What follows belongs to an exercise in optimizing a design on an open flow for small area, a short achievable clock period and few clock cycles per item; a production flow would make more cautious choices. The RTL was checked by simulation tests, not by an equivalence proof against the original design.

==> build 64 <==
Design next_fit_slot_allocator_top, start of the top module:
module next_fit_slot_allocator_top #(
  parameter int unsigned NUM_SLOTS = nfsa_pkg::NUM_SLOTS_DEF
) (
  input  logic                          clk,
  input  logic                          rst_n,
  input  logic                          start,
  output logic                          busy,
  input  logic                          in_op,
  input  logic [nfsa_pkg::SLOT_W-1:0]   in_slot_index,
  output logic                          out_valid,
  output logic [nfsa_pkg::SLOT_W-1:0]   out_slot_out,
  output logic [nfsa_pkg::STATUS_W-1:0] out_status,
  output logic [nfsa_pkg::COUNT_W-1:0]  out_slots_in_use
);
Settings: LEC_CHECK=0, CAP_MARGIN=20, CORE_MARGIN=2, CORE_UTILIZATION=40, CTS_CLUSTER_DIAMETER=150, CTS_CLUSTER_SIZE=20, SETUP_SLACK_MARGIN=3.0, SLEW_MARGIN=20, TNS_END_PERCENT=0; clock period 6.5 ns.
run.sh (not shown) runs the stock make flow with config.mk's settings and CLKGATE_MAP_FILE= SYNTH_SCRIPT=/design/flow/synth_recipe.tcl, a recipe that flattens the netlist after the stock synthesis.
==> inputs of trial 63, as changes to build 64 <==
--- a/flow/design.v
+++ b/flow/design.v
@@ -151,10 +151,18 @@
     for (int i = 0; i < AW; i++) begin
       r = (~a[i] & b[i]) | (~(a[i] ^ b[i]) & r);
     end
     lt6 = r;
   endfunction
+  function automatic logic lt5(input logic [BIT_W-1:0] a, input logic [BIT_W-1:0] b);
+    logic r;
+    r = 1'b0;
+    for (int i = 0; i < BIT_W; i++) begin
+      r = (~a[i] & b[i]) | (~(a[i] ^ b[i]) & r);
+    end
+    lt5 = r;
+  endfunction
   function automatic logic [AW:0] first_after(input logic [NWORDS-1:0] nf,
                                               input logic [AW-1:0] p);
     logic [NWORDS-1:0] pm, gep, hi, lo;
     pm  = dec64(p);
     gep = ge64(pm);
@@ -182,11 +190,12 @@
     one_free = ~two[0];
   endfunction
   logic [NWORDS-1:0][WORD_W-1:0] mem;
   logic [NWORDS-1:0]             full_q;
   logic [WORD_W-1:0]             cur_q;    
-  logic [WORD_W-1:0]             gem_q;    
+  logic [BIT_W-1:0]              pb_q;     
+  logic [WORD_W-1:0]             gem;      
   logic                          hh_q;     
   logic [AW-1:0]                 pw_q;
   logic [AW-1:0]                 nw_q;
   logic                          nwv_q;
   logic [AW-1:0]                 nnw_q;
@@ -200,11 +209,10 @@
   logic                          mv_q;       
   logic [SLOT_W-1:0]             s2_idx;
   logic                out_valid_q;
   logic [SLOT_W-1:0]   out_slot_q;
   logic [STATUS_W-1:0] out_status_q;
-  logic [COUNT_W-1:0]  out_count_q;
   logic [AW-1:0]     iw;
   logic [WORD_W-1:0] ib_oh;
   logic [WORD_W-1:0] cand_hi;
   logic              use_rd, low_any, a_ok, moved;
   logic [WORD_W-1:0] oh_hi, oh_rd, oh_lo, a_oh;
@@ -214,11 +222,16 @@
   logic              we;
   logic [AW-1:0]     wa;
   logic [WORD_W-1:0] wd;
   assign iw    = s2_idx[SLOT_W-1:BIT_W];
   assign ib_oh = dec32(s2_idx[BIT_W-1:0]);
-  assign cand_hi = ~cur_q & gem_q;
+  always_comb begin
+    for (int i = 0; i < WORD_W; i++) begin
+      gem[i] = ~lt5(BIT_W'(i), pb_q);
+    end
+  end
+  assign cand_hi = ~cur_q & gem;
   assign use_rd  = ~hh_q & nwv_q;
   assign low_any = ~&cur_q;
   assign a_ok    = hh_q | nwv_q | low_any;
   assign moved   = is_alloc & use_rd;
   assign oh_hi = low32(cand_hi);
@@ -295,11 +308,11 @@
     if (is_alloc & a_ok) begin
       if (hh_q)       hh_d = ~one_free(~cand_hi);
       else if (nwv_q) hh_d = ~free_rd;
       else            hh_d = ~free_cur;
     end else if (is_free & (iw == pw_q)) begin
-      hh_d = hh_q | |(ib_oh & gem_q);
+      hh_d = hh_q | |(ib_oh & gem);
     end
   end
   logic [AW-1:0]     raddr;
   logic [WORD_W-1:0] rdata;
   always_comb begin
@@ -349,11 +362,11 @@
     else if (is_free & used) cnt_d = cnt_dec;
   end
   always_ff @(posedge clk) begin
     if (!rst_n) begin
       cur_q       <= '0;
-      gem_q       <= '1;
+      pb_q        <= '0;
       hh_q        <= 1'b1;
       pw_q        <= '0;
       nw_q        <= AW'(1);
       nwv_q       <= 1'b1;
       nnw_q       <= AW'(2);
@@ -365,11 +378,11 @@
       mv_q        <= 1'b0;
       out_valid_q <= 1'b0;
     end else begin
       if (is_alloc & a_ok) begin
         cur_q <= wd_alloc;
-        gem_q <= ge32(a_oh);
+        pb_q  <= enc32(a_oh);
         pw_q  <= a_word;
       end else if (is_free & (iw == pw_q)) begin
         cur_q <= wd_free;
       end
       hh_q     <= hh_d;
@@ -386,11 +399,10 @@
     end
   end
   always_ff @(posedge clk) begin
     s2_op  <= s1_op;
     s2_idx <= s1_idx;
-    out_count_q <= cnt_d;
     if (s2_op) begin
       out_slot_q   <= s2_idx;
       out_status_q <= used ? STAT_OK : STAT_NOT_USED;
     end else begin
       out_slot_q   <= a_ok ? {a_word, enc32(a_oh)} : '0;
@@ -398,11 +410,11 @@
     end
   end
   assign out_valid        = out_valid_q;
   assign out_slot_out     = out_slot_q;
   assign out_status       = out_status_q;
-  assign out_slots_in_use = out_count_q;
+  assign out_slots_in_use = cnt_q;
 endmodule
 module next_fit_slot_allocator_top #(
   parameter int unsigned NUM_SLOTS = nfsa_pkg::NUM_SLOTS_DEF
 ) (
   input  logic                          clk,
--- a/flow/config.mk
+++ b/flow/config.mk
@@ -8,8 +8,9 @@
 export CAP_MARGIN = 20
 export CORE_MARGIN = 2
 export CORE_UTILIZATION = 40
 export CTS_CLUSTER_DIAMETER = 150
 export CTS_CLUSTER_SIZE = 20
+export PLACE_DENSITY = 0.75
 export SETUP_SLACK_MARGIN = 3.0
 export SLEW_MARGIN = 20
 export TNS_END_PERCENT = 0
==> inputs of build 47, as changes to build 64 <==
--- a/flow/design.v
+++ b/flow/design.v
@@ -151,10 +151,18 @@
     for (int i = 0; i < AW; i++) begin
       r = (~a[i] & b[i]) | (~(a[i] ^ b[i]) & r);
     end
     lt6 = r;
   endfunction
+  function automatic logic lt5(input logic [BIT_W-1:0] a, input logic [BIT_W-1:0] b);
+    logic r;
+    r = 1'b0;
+    for (int i = 0; i < BIT_W; i++) begin
+      r = (~a[i] & b[i]) | (~(a[i] ^ b[i]) & r);
+    end
+    lt5 = r;
+  endfunction
   function automatic logic [AW:0] first_after(input logic [NWORDS-1:0] nf,
                                               input logic [AW-1:0] p);
     logic [NWORDS-1:0] pm, gep, hi, lo;
     pm  = dec64(p);
     gep = ge64(pm);
@@ -182,11 +190,12 @@
     one_free = ~two[0];
   endfunction
   logic [NWORDS-1:0][WORD_W-1:0] mem;
   logic [NWORDS-1:0]             full_q;
   logic [WORD_W-1:0]             cur_q;    
-  logic [WORD_W-1:0]             gem_q;    
+  logic [BIT_W-1:0]              pb_q;     
+  logic [WORD_W-1:0]             gem;      
   logic                          hh_q;     
   logic [AW-1:0]                 pw_q;
   logic [AW-1:0]                 nw_q;
   logic                          nwv_q;
   logic [AW-1:0]                 nnw_q;
@@ -200,44 +209,43 @@
   logic                          mv_q;       
   logic [SLOT_W-1:0]             s2_idx;
   logic                out_valid_q;
   logic [SLOT_W-1:0]   out_slot_q;
   logic [STATUS_W-1:0] out_status_q;
-  logic [COUNT_W-1:0]  out_count_q;
   logic [AW-1:0]     iw;
   logic [WORD_W-1:0] ib_oh;
   logic [WORD_W-1:0] cand_hi;
   logic              use_rd, low_any, a_ok, moved;
-  logic [WORD_W-1:0] oh_hi, oh_rd, oh_lo, a_oh;
+  logic [WORD_W-1:0] oh_hi, oh_rd, a_oh;
   logic [WORD_W-1:0] wd_alloc, wd_free;
   logic [AW-1:0]     a_word;
   logic              a_full, used;
   logic              we;
   logic [AW-1:0]     wa;
   logic [WORD_W-1:0] wd;
   assign iw    = s2_idx[SLOT_W-1:BIT_W];
   assign ib_oh = dec32(s2_idx[BIT_W-1:0]);
-  assign cand_hi = ~cur_q & gem_q;
+  always_comb begin
+    for (int i = 0; i < WORD_W; i++) begin
+      gem[i] = ~lt5(BIT_W'(i), pb_q);
+    end
+  end
+  assign cand_hi = ~cur_q & (hh_q ? gem : '1);
   assign use_rd  = ~hh_q & nwv_q;
   assign low_any = ~&cur_q;
   assign a_ok    = hh_q | nwv_q | low_any;
   assign moved   = is_alloc & use_rd;
   assign oh_hi = low32(cand_hi);
   assign oh_rd = low32(~rd_q);
-  assign oh_lo = low32(~cur_q);
   always_comb begin
-    if (hh_q) begin
-      wd_alloc = cur_q | oh_hi;
-      a_oh     = oh_hi;
-      a_word   = pw_q;
-    end else if (nwv_q) begin
+    if (use_rd) begin
       wd_alloc = rd_q | oh_rd;
       a_oh     = oh_rd;
       a_word   = nw_q;
     end else begin
-      wd_alloc = cur_q | oh_lo;
-      a_oh     = oh_lo;
+      wd_alloc = cur_q | oh_hi;
+      a_oh     = oh_hi;
       a_word   = pw_q;
     end
   end
   assign wd_free = rd_q & ~ib_oh;
   assign used    = |(rd_q & ib_oh);
@@ -291,50 +299,41 @@
   assign free_rd  = one_free(rd_q);
   assign a_full   = use_rd ? free_rd : free_cur;
   always_comb begin
     hh_d = hh_q;
     if (is_alloc & a_ok) begin
-      if (hh_q)       hh_d = ~one_free(~cand_hi);
-      else if (nwv_q) hh_d = ~free_rd;
-      else            hh_d = ~free_cur;
+      if (use_rd)     hh_d = ~free_rd;
+      else            hh_d = ~one_free(~cand_hi);
     end else if (is_free & (iw == pw_q)) begin
-      hh_d = hh_q | |(ib_oh & gem_q);
+      hh_d = hh_q | |(ib_oh & gem);
     end
   end
   logic [AW-1:0]     raddr;
   logic [WORD_W-1:0] rdata;
   always_comb begin
     if (s1_op)                     raddr = s1_idx[SLOT_W-1:BIT_W];
     else if (mv_q)                 raddr = nnw_q;
     else                           raddr = nw_q;
   end
-  logic              wq_v;
-  logic [AW-1:0]     wq_a;
-  logic [WORD_W-1:0] wq_d;
-  logic              fwd_s2, fwd_q;
-  assign fwd_s2 = (we & (wa == raddr)) | (~s1_op & is_free & gap1);
-  assign fwd_q  = wq_v & (wq_a == raddr);
-  assign rdata  = fwd_s2 ? wd : (fwd_q ? wq_d : mem[raddr]);
+  assign rdata = ((we & (wa == raddr)) | (~s1_op & is_free & gap1)) ? wd : mem[raddr];
+  logic              rst_q;
   logic [WORD_W-1:0] row_wd;
   logic              row_full;
-  logic rst_q;
-  assign row_wd   = rst_q ? wq_d : '0;
+  assign row_wd   = rst_q ? wd : '0;
   assign row_full = rst_q & ~s2_op & a_full;
   for (genvar w = 0; w < NWORDS; w++) begin : g_row
-    logic row_we, row_fe;
-    assign row_we = ~rst_q | (wq_v & (wq_a == AW'(w)));
-    assign row_fe = ~rst_q | (we & (wa == AW'(w)));
+    logic row_we;
+    assign row_we = ~rst_q | (we & (wa == AW'(w)));
     always_ff @(posedge clk) begin
-      if (row_we) mem[w]    <= row_wd;
-      if (row_fe) full_q[w] <= row_full;
+      if (row_we) begin
+        mem[w]    <= row_wd;
+        full_q[w] <= row_full;
+      end
     end
   end
   always_ff @(posedge clk) begin
     rst_q <= rst_n;
-    wq_v  <= we;
-    wq_a  <= wa;
-    wq_d  <= wd;
   end
   always_ff @(posedge clk) begin
     rd_q <= rdata;
   end
   logic [COUNT_W-1:0] cnt_inc, cnt_dec, cnt_d;
@@ -349,11 +348,11 @@
     else if (is_free & used) cnt_d = cnt_dec;
   end
   always_ff @(posedge clk) begin
     if (!rst_n) begin
       cur_q       <= '0;
-      gem_q       <= '1;
+      pb_q        <= '0;
       hh_q        <= 1'b1;
       pw_q        <= '0;
       nw_q        <= AW'(1);
       nwv_q       <= 1'b1;
       nnw_q       <= AW'(2);
@@ -365,11 +364,11 @@
       mv_q        <= 1'b0;
       out_valid_q <= 1'b0;
     end else begin
       if (is_alloc & a_ok) begin
         cur_q <= wd_alloc;
-        gem_q <= ge32(a_oh);
+        pb_q  <= enc32(a_oh);
         pw_q  <= a_word;
       end else if (is_free & (iw == pw_q)) begin
         cur_q <= wd_free;
       end
       hh_q     <= hh_d;
@@ -386,11 +385,10 @@
     end
   end
   always_ff @(posedge clk) begin
     s2_op  <= s1_op;
     s2_idx <= s1_idx;
-    out_count_q <= cnt_d;
     if (s2_op) begin
       out_slot_q   <= s2_idx;
       out_status_q <= used ? STAT_OK : STAT_NOT_USED;
     end else begin
       out_slot_q   <= a_ok ? {a_word, enc32(a_oh)} : '0;
@@ -398,11 +396,11 @@
     end
   end
   assign out_valid        = out_valid_q;
   assign out_slot_out     = out_slot_q;
   assign out_status       = out_status_q;
-  assign out_slots_in_use = out_count_q;
+  assign out_slots_in_use = cnt_q;
 endmodule
 module next_fit_slot_allocator_top #(
   parameter int unsigned NUM_SLOTS = nfsa_pkg::NUM_SLOTS_DEF
 ) (
   input  logic                          clk,
--- a/flow/config.mk
+++ b/flow/config.mk
@@ -5,11 +5,12 @@
 export SDC_FILE = /design/flow/constraint.sdc
 export NUM_CORES = 4
 export LEC_CHECK = 0
 export CAP_MARGIN = 20
 export CORE_MARGIN = 2
-export CORE_UTILIZATION = 40
+export CORE_UTILIZATION = 50
 export CTS_CLUSTER_DIAMETER = 150
 export CTS_CLUSTER_SIZE = 20
+export PLACE_DENSITY = 0.75
 export SETUP_SLACK_MARGIN = 3.0
 export SLEW_MARGIN = 20
 export TNS_END_PERCENT = 0
==> results.ini <==
[global_routing]
grt_pass1_wl_mm=447

[timing]
fin_crit_ps=3920

[clock_network]
ctsResizeCount=287

[finish]
syn2layout_area_growth_pct=13.4

[synth]
synthMuxAreaShare=0.133

[detailed_routing]
wl_mm=314

[run_status]
status=finished clean

[die]
initial_core_util=0.402

Source of the figures above: build 64

==> results.ini <==
[run_status]
status=finished clean

[global_routing]
met3_usage=0.0603
grt_pass1_wl_mm=444

[synth]
synthMuxAreaShare=0.137

[die]
die_h_um=444
die_x_um=444
initial_core_util=0.503

[clock_network]
ctsResizeCount=395

[timing]
fin_crit_ps=3960

[setup_path]
path_delay_family=simple AND/OR/NAND/NOR gates

[detailed_routing]
routedWlPerCell_um=36.4

[finish]
syn2layout_area_growth_pct=13.6

Source of the figures above: build 47

==> results.ini <==
[run_status]
status=finished clean

[synth]
synthMuxAreaShare=0.138

[finish]
syn2layout_area_growth_pct=12.6

[timing]
fin_crit_ps=3900

[global_routing]
grt_pass1_wl_mm=423

[detailed_routing]
wl_mm=298

Source of the figures above: trial 63

Testbench counts of build 64, summed over its fixed seeds: cycles 48,024, items 48,000.
Testbench counts of trial 63, summed over its fixed seeds: cycles 48,024, items 48,000.
Testbench counts of build 47, summed over its fixed seeds: cycles 48,024, items 48,000.

-- what the ideal ports hide --
The flow's constraints put no driver on any port. The routed layouts listed below were extracted and timed again, unchanged, in two steps. Step 1, drivers: a clkbuf_16 drives clk and a buf_2 each remaining input, both assumed. Step 2 adds t to the input delays and takes it off the output delays; t is the mean of the earliest and latest rising clock arrival at the registers after step 1. Input paths then give back, and output paths get back, about the clock's delay inside the block. a / b / c = ideal ports / drivers / drivers and shift; a / b = the first two.
run | shift t [ns] | setup WS [ns] | latest minus earliest clock arrival (ns) | worst register clock-pin slew, ns | worst data-port slew with drivers (ns)
build 64 | 0.928 | 2.576 / 2.576 / 2.576 | 0.061 / 0.061 | 0.10 / 0.10 | 0.06
trial 63 | 0.910 | 2.603 / 2.603 / 2.603 | 0.054 / 0.055 | 0.10 / 0.10 | 0.07
build 47 | 0.911 | 2.545 / 2.545 / 2.545 | 0.051 / 0.051 | 0.10 / 0.10 | 0.12
After both steps every run listed still meets setup and hold.
